What follows belongs to an exercise in optimizing a design on an open flow for small area and few clock cycles per item; a production flow would make more cautious choices.
In this exercise RTL edits were held to simulation tests only and were not proved equivalent to the original.

== branch yarrow ==
==> flow/design.v (excerpt) <==
module epoch_seconds_calendar_converter (
  input  logic        clk,
  input  logic        rst_n,
  input  logic        in_valid,
  output logic        in_ready,
  input  logic        in_op,
  input  logic [31:0] in_epoch_seconds,
  input  logic [7:0]  in_year,
  input  logic [3:0]  in_month,
  input  logic [4:0]  in_day,
  input  logic [4:0]  in_hour,
  input  logic [5:0]  in_minute,
  input  logic [5:0]  in_second,
  output logic        out_valid,
  input  logic        out_ready,
  output logic [31:0] res_seconds,
  output logic [7:0]  res_year,
  output logic [3:0]  res_month,
  output logic [4:0]  res_day,
  output logic [4:0]  res_hour,
  output logic [5:0]  res_minute,
  output logic [5:0]  res_second,
  output logic [1:0]  status
);
  logic [2:0] valid_r;    
  logic       en;
  assign en       = !valid_r[2] || out_ready;
  assign in_ready = en;
  always_ff @(posedge clk) begin
    if (!rst_n) begin
      valid_r <= 3'b000;
    end else if (en) begin
      valid_r <= {valid_r[1:0], in_valid};
    end
  ...
==> module escc_sum_q4, before the edit <==
module escc_sum_q4 (
  input  logic [15:0] nq,
  output logic [7:0] s
);
  wire w1 = ~nq[10] ^ nq[12] ^ nq[9];
  wire w2 = (~nq[10] & nq[12]) | (~nq[10] & nq[9]) | (nq[12] & nq[9]);
  wire w3 = nq[10] ^ nq[11] ^ ~nq[13];
  wire w4 = (nq[10] & nq[11]) | (nq[10] & ~nq[13]) | (nq[11] & ~nq[13]);
  wire w5 = nq[9] ^ ~w2 ^ w3;
  wire w6 = (nq[9] & ~w2) | (nq[9] & w3) | (~w2 & w3);
  wire w7 = nq[11] ^ nq[12] ^ ~nq[14];
  wire w8 = (nq[11] & nq[12]) | (nq[11] & ~nq[14]) | (nq[12] & ~nq[14]);
  wire w9 = w4 ^ w7 ^ w6;
  wire w10 = (w4 & w7) | (w4 & w6) | (w7 & w6);
  wire w11 = nq[12] ^ nq[13] ^ ~nq[15];
  wire w12 = (nq[12] & nq[13]) | (nq[12] & ~nq[15]) | (nq[13] & ~nq[15]);
  wire w13 = w8 ^ w11 ^ w10;
  wire w14 = (w8 & w11) | (w8 & w10) | (w11 & w10);
  wire w15 = nq[13] ^ nq[14] ^ w12;
  wire w16 = (nq[13] & nq[14]) | (nq[13] & w12) | (nq[14] & w12);
  wire w17 = nq[14] ^ nq[15] ^ w16;
  wire w18 = (nq[14] & nq[15]) | (nq[14] & w16) | (nq[15] & w16);
  wire w19 = w14 ^ w15;
  wire w20 = w14 & w15;
  wire w21 = w17 ^ w20;
  wire w22 = w17 & w20;
  wire w23 = w18 ^ ~nq[15] ^ w22;
  wire w24 = (w18 & ~nq[15]) | (w18 & w22) | (~nq[15] & w22);
  wire w25 = nq[15] ^ w24;
  assign s = {w25, w23, w21, w19, w13, w9, w5, ~w1};
endmodule
clock: 8.0 ns
lec_check: 0
cap_margin: 20
core_margin: 2
core_utilization: 40
cts_buf_list: sky130_fd_sc_hd__clkbuf_8
slew_margin: 20
standard.sh (not shown) runs the stock make flow with config.mk's settings and CLKGATE_MAP_FILE= SYNTH_SCRIPT=/design/flow/synth_recipe.tcl, a recipe that flattens the netlist after the stock synthesis.
==> flow/flow/run.sh <==
#!/bin/bash
# The standard layout (bash standard.sh) with these changes:
#  - synthesis skips the ABC pass inside Yosys's generic synth script (SYNTH_ARGS=-noabc),
#    so the full adders that extract_fa finds keep the polarity the RTL gives them
#    (the final technology mapping by ABC still runs);
#  - the port buffers that global placement inserts are sky130_fd_sc_hd__buf_1;
#  - clock tree synthesis uses sky130_fd_sc_hd__clkbuf_8 and adds no dummy loads.
# Each step's full output goes to its own log file here; ORFS keeps its per-step logs
# under orfs/logs/.
set -euo pipefail
export BUFFER_PORTS_ARGS="-buffer_cell sky130_fd_sc_hd__buf_1"
export CTS_ARGS="-sink_clustering_enable -repair_clock_nets -buf_list sky130_fd_sc_hd__clkbuf_8 -dont_use_dummy_load"
bash standard.sh "SYNTH_ARGS=-noabc" synth > synth.log 2>&1
bash standard.sh "SYNTH_ARGS=-noabc" "BUFFER_PORTS_ARGS=$BUFFER_PORTS_ARGS" "CTS_ARGS=$CTS_ARGS" \
  finish > layout.log 2>&1
branch yarrow closes out successfully: all stages finished, all timing, DRC and antenna checks passed.
Testbench counts of branch yarrow, summed over its fixed seeds: cycles 3,224, items 3,200.
[inputs] branch xenon vs branch yarrow
diff --git a/flow/design.v b/flow/design.v
--- a/flow/design.v
+++ b/flow/design.v
@@ -263,34 +263,36 @@
 module escc_sum_q4 (
   input  logic [15:0] nq,
   output logic [7:0] s
 );
-  wire w1 = ~nq[10] ^ nq[12] ^ nq[9];
-  wire w2 = (~nq[10] & nq[12]) | (~nq[10] & nq[9]) | (nq[12] & nq[9]);
-  wire w3 = nq[10] ^ nq[11] ^ ~nq[13];
-  wire w4 = (nq[10] & nq[11]) | (nq[10] & ~nq[13]) | (nq[11] & ~nq[13]);
-  wire w5 = nq[9] ^ ~w2 ^ w3;
-  wire w6 = (nq[9] & ~w2) | (nq[9] & w3) | (~w2 & w3);
-  wire w7 = nq[11] ^ nq[12] ^ ~nq[14];
-  wire w8 = (nq[11] & nq[12]) | (nq[11] & ~nq[14]) | (nq[12] & ~nq[14]);
-  wire w9 = w4 ^ w7 ^ w6;
-  wire w10 = (w4 & w7) | (w4 & w6) | (w7 & w6);
-  wire w11 = nq[12] ^ nq[13] ^ ~nq[15];
-  wire w12 = (nq[12] & nq[13]) | (nq[12] & ~nq[15]) | (nq[13] & ~nq[15]);
-  wire w13 = w8 ^ w11 ^ w10;
-  wire w14 = (w8 & w11) | (w8 & w10) | (w11 & w10);
-  wire w15 = nq[13] ^ nq[14] ^ w12;
-  wire w16 = (nq[13] & nq[14]) | (nq[13] & w12) | (nq[14] & w12);
-  wire w17 = nq[14] ^ nq[15] ^ w16;
-  wire w18 = (nq[14] & nq[15]) | (nq[14] & w16) | (nq[15] & w16);
-  wire w19 = w14 ^ w15;
-  wire w20 = w14 & w15;
-  wire w21 = w17 ^ w20;
-  wire w22 = w17 & w20;
-  wire w23 = w18 ^ ~nq[15] ^ w22;
-  wire w24 = (w18 & ~nq[15]) | (w18 & w22) | (~nq[15] & w22);
-  wire w25 = nq[15] ^ w24;
-  assign s = {w25, w23, w21, w19, w13, w9, w5, ~w1};
+  wire w1 = nq[9] ^ nq[11] ^ nq[12];
+  wire w2 = (nq[9] & nq[11]) | (nq[9] & nq[12]) | (nq[11] & nq[12]);
+  wire w3 = nq[10] ^ nq[12] ^ nq[13];
+  wire w4 = (nq[10] & nq[12]) | (nq[10] & nq[13]) | (nq[12] & nq[13]);
+  wire w5 = nq[11] ^ nq[13] ^ nq[14];
+  wire w6 = (nq[11] & nq[13]) | (nq[11] & nq[14]) | (nq[13] & nq[14]);
+  wire w7 = nq[12] ^ nq[14] ^ nq[15];
+  wire w8 = (nq[12] & nq[14]) | (nq[12] & nq[15]) | (nq[14] & nq[15]);
+  wire w9 = nq[15] ^ ~nq[13] ^ w8;
+  wire w10 = (nq[15] & ~nq[13]) | (nq[15] & w8) | (~nq[13] & w8);
+  wire w11 = nq[14] ^ nq[13] ^ w10;
+  wire w12 = (nq[14] & nq[13]) | (nq[14] & w10) | (nq[13] & w10);
+  wire w13 = nq[15] ^ w1;
+  wire w14 = nq[15] & w1;
+  wire w15 = w2 ^ w3 ^ w14;
+  wire w16 = (w2 & w3) | (w2 & w14) | (w3 & w14);
+  wire w17 = w4 ^ w5 ^ w16;
+  wire w18 = (w4 & w5) | (w4 & w16) | (w5 & w16);
+  wire w19 = w6 ^ w7 ^ w18;
+  wire w20 = (w6 & w7) | (w6 & w18) | (w7 & w18);
+  wire w21 = w9 ^ w20;
+  wire w22 = w9 & w20;
+  wire w23 = w11 ^ w22;
+  wire w24 = w11 & w22;
+  wire w25 = w12 ^ ~nq[15] ^ w24;
+  wire w26 = (w12 & ~nq[15]) | (w12 & w24) | (~nq[15] & w24);
+  wire w27 = nq[15] ^ w26;
+  assign s = {w27, w25, w23, w21, w19, w17, w15, w13};
 endmodule
 module escc_sum_days (
   input  logic [7:0] y,
   input  logic [8:0] cum,
## What came out
- Compared branch yarrow against branch xenon; worst-skew pair later-pin latency within noise.
- Summary of branch xenon over branch yarrow: non-clock buffer count went down by 4.2%; total vias in the final route now sits lower; total placed instance area has decreased.
- Of branch xenon and branch yarrow, it is branch xenon that has the higher final critical-path share of the clock period.
- On branch xenon: post-placement setup slack is 0.045 ns higher than what branch yarrow gave.
- Compared to branch yarrow, branch xenon has share of the core filled with cells 0.21 points lower.
Testbench counts of branch xenon, summed over its fixed seeds: cycles 3,224, items 3,200.


epoch_seconds_calendar_converter, a different RTL version from the one above (not shown whole).
Size: ~1,200 cells after synthesis.
Design epoch_seconds_calendar_converter, start of the top module:
module epoch_seconds_calendar_converter (
  input  logic        clk,
  input  logic        rst_n,
  input  logic        in_valid,
  output logic        in_ready,
  input  logic        in_op,
  input  logic [31:0] in_epoch_seconds,
  input  logic [7:0]  in_year,
  input  logic [3:0]  in_month,
  input  logic [4:0]  in_day,
  input  logic [4:0]  in_hour,
  input  logic [5:0]  in_minute,
  input  logic [5:0]  in_second,
  output logic        out_valid,
  input  logic        out_ready,
  output logic [31:0] res_seconds,
  output logic [7:0]  res_year,
  output logic [3:0]  res_month,
  output logic [4:0]  res_day,
  output logic [4:0]  res_hour,
  output logic [5:0]  res_minute,
  output logic [5:0]  res_second,
  output logic [1:0]  status
);
export LEC_CHECK = 0
export CAP_MARGIN = 20
export CORE_MARGIN = 2
export CORE_UTILIZATION = 40
export CTS_BUF_LIST = sky130_fd_sc_hd__clkbuf_4
export SLEW_MARGIN = 20
create_clock -name core_clock -period 8.0 [get_ports {clk}]
==> flow/flow/run.sh <==
#!/bin/bash
# The standard layout (bash standard.sh) with these changes:
#  - synthesis skips the ABC pass inside Yosys's generic synth script (SYNTH_ARGS=-noabc),
#    so the full adders that extract_fa finds keep the polarity the RTL gives them
#    (the final technology mapping by ABC still runs);
#  - the port buffers that global placement inserts are sky130_fd_sc_hd__buf_1;
#  - clock tree synthesis uses sky130_fd_sc_hd__clkbuf_4 and adds no dummy loads.
# Each step's full output goes to its own log file here; ORFS keeps its per-step logs
# under orfs/logs/.
set -euo pipefail
export BUFFER_PORTS_ARGS="-buffer_cell sky130_fd_sc_hd__buf_1"
export CTS_ARGS="-sink_clustering_enable -repair_clock_nets -buf_list sky130_fd_sc_hd__clkbuf_4 -dont_use_dummy_load"
bash standard.sh "SYNTH_ARGS=-noabc" synth > synth.log 2>&1
bash standard.sh "SYNTH_ARGS=-noabc" "BUFFER_PORTS_ARGS=$BUFFER_PORTS_ARGS" "CTS_ARGS=$CTS_ARGS" \
  finish > layout.log 2>&1
Testbench counts at the start, summed over its fixed seeds: cycles 3,224, items 3,200.
Then changed:
--- a/flow/design.v
+++ b/flow/design.v
@@ -1087,19 +1087,18 @@
   logic [4:0] lo, cut;
   logic       later, past;
   logic [4:0] mday;
   assign hi    = doy_d[8:5];
   assign lo    = doy_d[4:0];
   assign cut   = escc_pkg::month_cut(hi);
   assign later = leap_d && (hi != 4'd0);
-  assign past  = later ? (lo > cut) : (lo >= cut);
+  assign past = later ? (lo > cut) : (lo >= cut);
   assign mi    = hi + {3'd0, past};
   assign mon   = mi + 4'd1;
-  escc_sum_day u_day (.lo(lo), .off(escc_pkg::month_off(mi)), .la(leap_d && (mi >= 4'd2)),
-                      .s(mday));
+  escc_sum_day u_day (.lo(lo), .off(escc_pkg::month_off(mi)), .la(leap_d && (mi >= 4'd2)), .s(mday));
   logic [9:0]  yq;
   logic [10:0] ms;
   logic [5:0]  mn, sc;
   assign yq = rsec_d[11:2];
   escc_sum_min u_mn (.y(yq), .s(ms));
   assign mn = ms[10:5];
   escc_sum_sec u_sec (.rs(rsec_d[5:0]), .mn(mn[3:0]), .s(sc));
=> The changed run ran to the end with no violations; cell count does not change; register-to-register slack is about the same; worst setup slack is unchanged; clock-buffer cell count stays the same.
Testbench counts after the change, summed over its fixed seeds: cycles 3,224, items 3,200.

-- static timing again, ports no longer ideal --
No port has a modelled driver above. Below, the same layouts with a new extraction and two added sets of constraints.
Step 1: set_driving_cell puts a clkbuf_16 on clk and a buf_2 on each other input, an assumption about the parent block.
Step 2, shift: input delay + t, output delay - t, t = (earliest + latest rising clock arrival at the registers) / 2. This alone moves slack from input paths to output paths.
Slacks: ideal / step 1 / step 2; pairs: ideal / step 1.
run | t, ns | setup slack, ns | worst data-port slew with drivers (ns)
branch yarrow | 0.474 | 0.392 / 0.392 / 0.392 | 0.04
branch xenon | 0.483 | 0.324 / 0.324 / 0.324 | 0.03
the first run of note 2 | 0.576 | 0.559 / 0.513 / 0.656 | 0.03
the second run of note 2 | 0.576 | 0.559 / 0.513 / 0.656 | 0.03
After both steps setup and hold are still met in every run listed.
